Source: an optimization exercise on an open RTL-to-GDS flow (aim: small area, a short achievable clock period and few clock cycles per item). Production flows keep margins and buffers that such runs may drop. Function was checked by simulation only, so behaviour that the tests miss may differ from the original. Power figures rest on the tool's default switching activity, not on a simulated workload.

**flow/config.mk**
```make
export PLATFORM = sky130hd
export DESIGN_NAME = DataPath
export DESIGN_NICKNAME = DataPath
export VERILOG_FILES = /design/flow/design.v
export SDC_FILE = /design/flow/constraint.sdc
export NUM_CORES = 4
export LEC_CHECK = 0
export CAP_MARGIN = 20
export CORE_MARGIN = 2
export CORE_UTILIZATION = 30
export SLEW_MARGIN = 20
```
**flow/constraint.sdc**
```tcl
create_clock -name core_clock -period 10.0 [get_ports {Clock}]
set_input_delay 2.0000 -clock core_clock [delete_from_list [all_inputs] [get_ports {Clock}]]
set_output_delay 2.0000 -clock core_clock [all_outputs]
set_load 0.01 [all_outputs]
```
**flow/design.v**
```verilog
`timescale 1ns/1ps
package dataPkg;
	parameter int WordBits = 32;
	typedef logic [WordBits-1:0] wordT;
	typedef logic [2*WordBits-1:0] dwordT;
	parameter int MulDivCycles = WordBits;
	parameter wordT DivZeroQuot = '1;
endpackage
`timescale 1ns/1ps
package ctrlPkg;
	typedef enum logic [3:0] {
		OpAdd,
		OpSub,
		OpAnd,
		OpOr,
		OpShr,
		OpShra,
		OpShl,
		OpRor,
		OpRol,
		OpNeg,
		OpNot,
		OpMul,   
		OpDiv    
	} aluOpT;
	typedef enum int unsigned {
		SrcPc,
		SrcIr,
		SrcZhi,
		SrcZlo,
		SrcMdr,
		SrcReg0   
	} busSrcT;
endpackage
`timescale 1ns/1ps
module RegisterFile #(
	parameter int NumRegs = 16
) (
	input logic Clock,
	input logic rst,
	input dataPkg::wordT busIn,
	input logic pcIn,
	input logic irIn,
	input logic yIn,
	input logic [NumRegs-1:0] regIn,
	output logic [NumRegs*dataPkg::WordBits-1:0] regs,   
	output dataPkg::wordT pc,
	output dataPkg::wordT ir,
	output dataPkg::wordT y
);
	always_ff @(posedge Clock) begin
		for (int i = 0; i < NumRegs; i++) begin
			if (rst) begin
				regs[i*dataPkg::WordBits +: dataPkg::WordBits] <= '0;
			end else if (regIn[i]) begin
				regs[i*dataPkg::WordBits +: dataPkg::WordBits] <= busIn;
			end
		end
	end
	always_ff @(posedge Clock) begin
		if (rst) begin
			pc <= '0;
		end else if (pcIn) begin
			pc <= busIn;
		end
	end
	always_ff @(posedge Clock) begin
		if (rst) begin
			ir <= '0;
		end else if (irIn) begin
			ir <= busIn;
		end
	end
	always_ff @(posedge Clock) begin
		if (rst) begin
			y <= '0;
		end else if (yIn) begin
			y <= busIn;
		end
	end
endmodule
`timescale 1ns/1ps
module MemoryPort (
	input logic Clock,
	input logic rst,
	input dataPkg::wordT busIn,
	input dataPkg::wordT mdataIn,
	input logic marIn,
	input logic mdrIn,
	input logic read,
	output dataPkg::wordT mar,
	output dataPkg::wordT mdr
);
	always_ff @(posedge Clock) begin
		if (rst) begin
			mar <= '0;
		end else if (marIn) begin
			mar <= busIn;   
		end
	end
	always_ff @(posedge Clock) begin
		if (rst) begin
			mdr <= '0;
		end else if (mdrIn) begin
			if (read) begin
				mdr <= mdataIn;
			end else begin
				mdr <= busIn;
			end
		end
	end
endmodule
`timescale 1ns/1ps
module BusMux #(
	parameter int NumRegs = 16
) (
	input logic [NumRegs*dataPkg::WordBits-1:0] regs,   
	input dataPkg::wordT pc,
	input dataPkg::wordT ir,
	input dataPkg::wordT zHi,
	input dataPkg::wordT zLo,
	input dataPkg::wordT mdr,
	input logic pcOut,
	input logic irOut,
	input logic zHiOut,
	input logic zLoOut,
	input logic mdrOut,
	input logic [NumRegs-1:0] regOut,
	output dataPkg::wordT busOut
);
	localparam int NumSrc = int'(ctrlPkg::SrcReg0) + NumRegs;
	logic [NumSrc-1:0] sel;
	logic [NumSrc*dataPkg::WordBits-1:0] src;
	always_comb begin
		sel[ctrlPkg::SrcPc] = pcOut;
		sel[ctrlPkg::SrcIr] = irOut;
		sel[ctrlPkg::SrcZhi] = zHiOut;
		sel[ctrlPkg::SrcZlo] = zLoOut;
		sel[ctrlPkg::SrcMdr] = mdrOut;
		src[int'(ctrlPkg::SrcPc)*dataPkg::WordBits +: dataPkg::WordBits] = pc;
		src[int'(ctrlPkg::SrcIr)*dataPkg::WordBits +: dataPkg::WordBits] = ir;
		src[int'(ctrlPkg::SrcZhi)*dataPkg::WordBits +: dataPkg::WordBits] = zHi;
		src[int'(ctrlPkg::SrcZlo)*dataPkg::WordBits +: dataPkg::WordBits] = zLo;
		src[int'(ctrlPkg::SrcMdr)*dataPkg::WordBits +: dataPkg::WordBits] = mdr;
		for (int i = 0; i < NumRegs; i++) begin
			sel[int'(ctrlPkg::SrcReg0) + i] = regOut[i];
			src[(int'(ctrlPkg::SrcReg0) + i)*dataPkg::WordBits +: dataPkg::WordBits] = regs[i*dataPkg::WordBits +: dataPkg::WordBits];
		end
	end
	always_comb begin
		busOut = '0;
		for (int i = NumSrc - 1; i >= 0; i--) begin
			if (sel[i]) begin
				busOut = src[i*dataPkg::WordBits +: dataPkg::WordBits];
			end
		end
	end
endmodule
`timescale 1ns/1ps
module AluStage (
	input logic Clock,
	input logic rst,
	input dataPkg::wordT y,
	input dataPkg::wordT busIn,
	input logic [3:0] aluOp,
	input logic incPc,
	input logic zIn,
	input logic mdReq,
	output dataPkg::wordT zHi,
	output dataPkg::wordT zLo,
	output logic mdAck,
	output logic mdReqOut,
	output logic [3:0] mdOp,
	output dataPkg::wordT mdA,
	output dataPkg::wordT mdB,
	input logic mdAckIn,
	input dataPkg::dwordT mdResult
);
	dataPkg::wordT a;
	logic [3:0] op;
	logic [4:0] sh;
	logic isMulDiv;
	dataPkg::wordT lo;
	dataPkg::dwordT rot;
	dataPkg::dwordT aluRes;
	assign a = incPc ? dataPkg::wordT'(1) : y;   
	assign op = incPc ? ctrlPkg::OpAdd : aluOp;
	assign sh = busIn[4:0];
	assign isMulDiv = (op == ctrlPkg::OpMul) || (op == ctrlPkg::OpDiv);
	assign mdReqOut = mdReq && isMulDiv;
	assign mdOp = op;
	assign mdA = a;
	assign mdB = busIn;
	assign mdAck = mdAckIn;
	always_comb begin
		lo = '0;
		rot = '0;
		case (op)
			ctrlPkg::OpAdd: lo = a + busIn;
			ctrlPkg::OpSub: lo = a - busIn;
			ctrlPkg::OpAnd: lo = a & busIn;
			ctrlPkg::OpOr: lo = a | busIn;
			ctrlPkg::OpShr: lo = a >> sh;
			ctrlPkg::OpShra: lo = $signed(a) >>> sh;
			ctrlPkg::OpShl: lo = a << sh;
			ctrlPkg::OpRor: begin
				rot = {a, a} >> sh;
				lo = rot[31:0];
			end
			ctrlPkg::OpRol: begin
				rot = {a, a} << sh;
				lo = rot[63:32];
			end
			ctrlPkg::OpNeg: lo = -busIn;
			ctrlPkg::OpNot: lo = ~busIn;
			default: lo = '0;   
		endcase
	end
	assign aluRes = isMulDiv ? mdResult : {dataPkg::wordT'(0), lo};
	always_ff @(posedge Clock) begin
		if (rst) begin
			zHi <= '0;
			zLo <= '0;
		end else if (zIn) begin
			{zHi, zLo} <= aluRes;
		end
	end
endmodule
`timescale 1ns/1ps
module MulDivUnit (
	input logic Clock,
	input logic rst,
	input logic mdReq,
	input logic [3:0] mdOp,
	input dataPkg::wordT mdA,   
	input dataPkg::wordT mdB,   
	output logic mdAck,
	output dataPkg::dwordT mdResult   
);
	typedef enum logic [1:0] {Idle, Busy, Done, Release} stateT;
	stateT state;
	logic [$clog2(dataPkg::MulDivCycles)-1:0] cnt;
	logic isDiv;
	dataPkg::wordT opnd;   
	dataPkg::wordT hi;     
	dataPkg::wordT lo;     
	logic [32:0] sum;
	logic [32:0] shifted;
	logic [33:0] diff;
	always_comb begin
		sum = {1'b0, hi} + (lo[0] ? {1'b0, opnd} : 33'd0);
		shifted = {hi, lo[31]};
		diff = {1'b0, shifted} - {2'b00, opnd};
	end
	always_ff @(posedge Clock) begin
		if (rst) begin
			state <= Idle;
			cnt <= '0;
		end else begin
			case (state)
				Idle: begin
					if (mdReq) begin
						state <= Busy;
						cnt <= '0;
					end
				end
				Busy: begin
					cnt <= cnt + 1'b1;
					if (cnt == ($bits(cnt))'(dataPkg::MulDivCycles - 1)) begin
						state <= Done;
					end
				end
				Done: state <= Release;
				Release: begin
					if (!mdReq) begin
						state <= Idle;
					end
				end
				default: state <= Idle;
			endcase
		end
	end
	always_ff @(posedge Clock) begin
		case (state)
			Idle: begin
				if (mdReq) begin
					isDiv <= (mdOp == ctrlPkg::OpDiv);
					opnd <= (mdOp == ctrlPkg::OpDiv) ? mdB : mdA;
					lo <= (mdOp == ctrlPkg::OpDiv) ? mdA : mdB;
					hi <= '0;
				end
			end
			Busy: begin
				if (!isDiv) begin
					hi <= sum[32:1];
					lo <= {sum[0], lo[31:1]};
				end else if (!diff[33]) begin   
					hi <= diff[31:0];
					lo <= {lo[30:0], 1'b1};
				end else begin
					hi <= shifted[31:0];
					lo <= {lo[30:0], 1'b0};
				end
			end
			Done: begin
				if (isDiv && opnd == '0) begin
					lo <= dataPkg::DivZeroQuot;
				end
			end
			default: ;
		endcase
	end
	assign mdAck = (state == Release);
	assign mdResult = {hi, lo};
endmodule
`timescale 1ns/1ps
module DataPath (
	input logic Clock,
	input logic rst,
	input logic pcIn,
	input logic irIn,
	input logic yIn,
	input logic marIn,
	input logic mdrIn,
	input logic zIn,
	input logic [15:0] regIn,
	input logic pcOut,
	input logic irOut,
	input logic zHiOut,
	input logic zLoOut,
	input logic mdrOut,
	input logic [15:0] regOut,
	input logic read,
	input logic incPc,
	input logic [3:0] aluOp,
	input logic [31:0] mdataIn,
	input logic mdReq,
	output logic mdAck,
	output logic [31:0] busOut,
	output logic [31:0] memAddr
);
	localparam int NumRegs = 16;
	logic [NumRegs*dataPkg::WordBits-1:0] regs;
	dataPkg::wordT pc, ir, y;
	dataPkg::wordT mdr;
	dataPkg::wordT zHi, zLo;
	logic mdReqInt;
	logic [3:0] mdOp;
	dataPkg::wordT mdA, mdB;
	logic mdAckInt;
	dataPkg::dwordT mdResult;
	RegisterFile #(.NumRegs(NumRegs)) regFile0 (
		.Clock(Clock), .rst(rst), .busIn(busOut),
		.pcIn(pcIn), .irIn(irIn), .yIn(yIn), .regIn(regIn),
		.regs(regs), .pc(pc), .ir(ir), .y(y)
	);
	MemoryPort memPort0 (
		.Clock(Clock), .rst(rst), .busIn(busOut), .mdataIn(mdataIn),
		.marIn(marIn), .mdrIn(mdrIn), .read(read),
		.mar(memAddr), .mdr(mdr)
	);
	BusMux #(.NumRegs(NumRegs)) busMux0 (
		.regs(regs), .pc(pc), .ir(ir), .zHi(zHi), .zLo(zLo), .mdr(mdr),
		.pcOut(pcOut), .irOut(irOut), .zHiOut(zHiOut), .zLoOut(zLoOut),
		.mdrOut(mdrOut), .regOut(regOut), .busOut(busOut)
	);
	AluStage alu0 (
		.Clock(Clock), .rst(rst), .y(y), .busIn(busOut), .aluOp(aluOp),
		.incPc(incPc), .zIn(zIn), .mdReq(mdReq),
		.zHi(zHi), .zLo(zLo), .mdAck(mdAck),
		.mdReqOut(mdReqInt), .mdOp(mdOp), .mdA(mdA), .mdB(mdB),
		.mdAckIn(mdAckInt), .mdResult(mdResult)
	);
	MulDivUnit mulDiv0 (
		.Clock(Clock), .rst(rst),
		.mdReq(mdReqInt), .mdOp(mdOp), .mdA(mdA), .mdB(mdB),
		.mdAck(mdAckInt), .mdResult(mdResult)
	);
endmodule
```
**flow/run.sh**
```bash
#!/bin/bash
# synth_recipe.tcl (not shown) runs the flow's synth.tcl, then flattens the netlist and writes it again
# the make line also repeats each setting of config.mk as NAME=value (left out here)
make -C /OpenROAD-flow-scripts/flow DESIGN_CONFIG=/design/flow/config.mk WORK_HOME=/design/flow/orfs CLKGATE_MAP_FILE= SYNTH_SCRIPT=/design/flow/synth_recipe.tcl finish
```
==> impl_metrics.json <==
{
  "status": "no timing/DRC/antenna violations",
  "cts_buffers": 95,
  "post-route-util_pct": 34.0,
  "tritoncts": "built",
  "design.portCount": 149,
  "worstSetupPathType": "input pin to output port",
  "synth_top_area_share_pct": 28.9,
  "synth_nets": 6710,
  "dr.max_layer_used": "met5",
  "seq_area_frac_synth_pct": 34.5,
  "async_flop_share_pct": 0,
  "fin_crit_ns": 8.68,
  "yosysMostFrequentCell": "nor2_1",
  "multi_input_area_um2": 30600,
  "fmax_mhz": 115,
  "synth_seq_cells": 840,
  "drtIter0Drc": 5623,
  "wl_met1_mm": 106,
  "cts_root_buffer": "clkbuf_16",
  "setup_viol_count_final": 0,
  "fin_crit_sh_pct": 86.8,
  "critPathBufInv": 4,
  "worst_path_max_delay_cell": "clkdlybuf4s50_1",
  "grt_max_degree": 189,
  "met2_length_mm": 105,
  "cp_common_cell": "a221o_1",
  "die_y_um": 418,
  "routed_wl_mm": 249,
  "areaGrowthSynthToFinish_pct": 12.9,
  "yosysWarnings": 5,
  "start_util_pct": 30.1,
  "synth_top_cell_by_area": "dfxtp_1",
  "holdPathStages": 2,
  "viasPerCell": 5.91,
  "place_congestion": 1.02,
  "dr_wl_met3_mm": 22.2,
  "clkTransAtPathRegs_ns": 0.06,
  "path_depth": 13,
  "synth_compound_area_share_pct": 28.0,
  "numPortBuffers": 148,
  "layout-drive-gt1-share_pct": 8.04,
  "num_vias": 50771,
  "overflow": 0,
  "cts_resized": 0,
  "avgSynthCellArea_um2": 7.98,
  "grt_pass1_wl_mm": 354,
  "fin_nets": 6529,
  "cp_data_arrival_time_ns": 6.68,
  "synth_enable_flop_cells": 97,
  "post_cts_buffers": 0,
  "synth_flop_cell": "dfxtp_1",
  "tns_ns": 0,
  "coreArea_um2": 171000,
  "wl_per_cell_um": 29.0,
  "worstMarginPinSlew_ns": 1.28,
  "drtAntennaViolNets": 0,
  "synth.area.top_cells": "dfxtp_1 (29%), a211oi_1 (9.0%), nor2_1 (7.4%)",
  "synth_xor_xnor_area_share_pct": 1.58,
  "peakVddDrop_mv": 0.143,
  "ys_types": 100,
  "end_kind": "output port",
  "h-tree-depth": 3,
  "crit_path_max_incr_delay_ns": 0.64,
  "muxShareOfSynthArea_pct": 7.45,
  "fin_skew_ns": 0.0965,
  "clock_latency_ns": 0.77,
  "crit_chain": "clkdlybuf4s50_1 > nand3b_1 > a221o_1 > a221o_1 > a221o_1 > a221oi_1 > o221ai_1 > a31o_2 > and3b_1 > o31a_2 > buf_4 > inv_1 > clkdlybuf4s50_1",
  "relSlewSlack_pct": 13.5,
  "die-width_um": 418,
  "fillers": 17936,
  "track_usage_pct": 27.5,
  "synth_fa_ha_area_share_pct": 4.16,
  "synthTopCellsByCount": "nor2_1 (1018), dfxtp_1 (743), a211oi_1 (617)",
  "worstHoldPathType": "register to register",
  "ctsHoldBuffers": 0,
  "first_pass_iters": 6,
  "total_power_mw": 11.2,
  "slew_viol_final": 0,
  "netlist_area_um2": 51500,
  "dpl.hpwl_mm": 179,
  "synth_top_family_by_area": "compound AO/OA/AOI/OAI gates",
  "drc": 0,
  "dieArea_um2": 175000,
  "cts_sinks": 840,
  "synthCells": 6457,
  "cts_buffer_depth": 3,
  "rsz0062_at_grt": "no",
  "start_kind": "input pin",
  "drv_cap": 0,
  "r2r_cells": 23,
  "antenna_found_initial": 16,
  "crit_required_ns": 8.00,
  "p_per_area_nw_per_um2": 192,
  "leakagePower_nw": 22.2,
  "grt_pass1_vias": 46428,
  "critical_path.max_fanout": 24,
  "final-seq-area_um2": 17800,
  "crit_family": "compound AO/OA/AOI/OAI gates",
  "placementRows": 152,
  "hold_violations": 0,
  "yosys.area_share.simple_pct": 17.7
}
[report_power, final]
| group | leakage (nW) | switching, mW | internal, mW |
|---|---|---|---|
| registers | 7.03 | 0.326 | 3.78 |
| clock network | 1.64 | 1.60 | 2.16 |
| logic | 13.5 | 2.15 | 1.17 |
[registers in the layout, indices dropped and copies added (netlist names)]
register / flops
mulDiv0.lo: 32
memPort0.mar: 32
mulDiv0.opnd: 32
alu0.zLo: 32
regFile0.pc: 32
regFile0.regs: 512
regFile0.y: 32
mulDiv0.isDiv: 1
alu0.zHi: 32
mulDiv0.state: 2
regFile0.ir: 32
mulDiv0.cnt: 5
memPort0.mdr: 32
mulDiv0.hi: 32
[final cells by class]
type	instances	area share, %
antenna	1	0.00430
clock buffer	145	4.99
clock inverter	29	0.807
inverter	232	1.50
multi-input combinational	4779	52.6
sequential	840	30.6
tap	2233	4.80
timing repair buffer	328	4.70
[metrics by stage]
stage	setup WS, ns	instance area, µm²	hold slack, ns	cells
6_report	1.32	58200	0.478	8587
5_1_grt	1.25	58200	0.495	8587
4_1_cts	1.45	58100	0.480	8586
3_5_place_dp	1.15	54800	0.466	8412
3_3_place_gp	1.10	54800	0.461	8412
2_1_floorplan	2.69	51500	0.443	6457
[cells in the final DEF (no fill, tap or decap), drive strengths merged, types with 20 or more instances in the layout]
cell type,netlist,layout
o221ai,26,26
a21oi,461,461
nand3,98,98
o21a,67,67
a211o,20,20
nand2b,120,120
and3,42,42
nor3b,25,25
o21ai,292,292
buf,142,221
o22ai,39,39
a21o,57,57
nor2,1021,1021
edfxtp,97,97
a311oi,36,36
o31ai,55,55
xor2,28,28
mux2,42,42
nor3,82,82
clkbuf,464,145
a31oi,38,38
a221oi,83,83
xnor2,65,65
o2111ai,21,21
nand2,452,452
mux2i,315,315
a22oi,29,29
clkinv,14,36
a211oi,634,634
dfxtp,743,743
and2,52,52
o211ai,53,53
ha,165,165
nand3b,30,30
clkdlybuf4s50,0,107
o21bai,22,22
a221o,23,23
nor2b,69,69
inv,218,219
[logic make-up (layout without fill, tap and decap cells)]
kind of cell / after synthesis / count (layout)
flip-flops: 840 / 840
adder cells (fa/ha/maj): 169 / 169
AND/OR/NAND/NOR: 2062 / 2062
XOR/XNOR: 93 / 93
other: 0 / 1
AO/OA/AOI/OAI: 2089 / 2089
multiplexers: 366 / 366
buffers and inverters: 838 / 734
[worst paths after layout]
| path | start | to | slack (ns) |
|---|---|---|---|
| worst min-delay path | alu0.zHi[15]$_SDFFE_PP0P_ | alu0.zHi[15]$_SDFFE_PP0P_ | 0.48 |
| worst max-delay path | regOut[15] | busOut[10] | 1.32 |
| worst max register to register | regFile0.regs[458]$_SDFFE_PP0P_ | alu0.zLo[31]$_SDFFE_PP0P_ | 3.30 |
| worst min register to register | alu0.zHi[15]$_SDFFE_PP0P_ | alu0.zHi[15]$_SDFFE_PP0P_ | 0.48 |
[per-layer routing]
| metal | GRT usage, % | up-vias |
|---|---|---|
| met5 | 0 | - |
| met1 | 37.4 | 24757 |
| met4 | 15.3 | 6 |
| li1 | - | 23003 |
| met2 | 40.4 | 2529 |
| met3 | 5.69 | 476 |
[worst reg2reg max path, delay by kind of cell (launching register included)]
kind	cells	cell delay [ns]
AOI/OAI and AO/OA	18	5.28
and+or+nand+nor	2	0.45
DFF	1	0.34
adders and majority gates	1	0.29
muxes	1	0.13
buffers and inverters	1	0.06
Testbench counts, summed over its fixed seeds: cycles 199,135, items 20,000.

==> separate check: timing with driven ports <==
In the flow no input, the clock included, has a driving cell. The finished layout below was timed again as built, in two steps. Step 1: set_driving_cell puts a clkbuf_16 on Clock and a buf_2 on each other input, an assumption about the parent block. Step 2 also shifts input and output timing later by t, the mid clock arrival at the registers, as if the neighbouring blocks saw the same clock. Slacks: ideal / step 1 / step 2; pairs: ideal / step 1.
t, ns: 0.800
setup WS [ns]: 1.318 / 1.295 / 0.903
worst setup path at the end: input to register
latest minus earliest clock arrival (ns): 0.097 / 0.097
After both steps this run still meets setup and hold. The setup slack of this run moves by -0.023 ns with the drivers and by -0.415 ns with both steps.
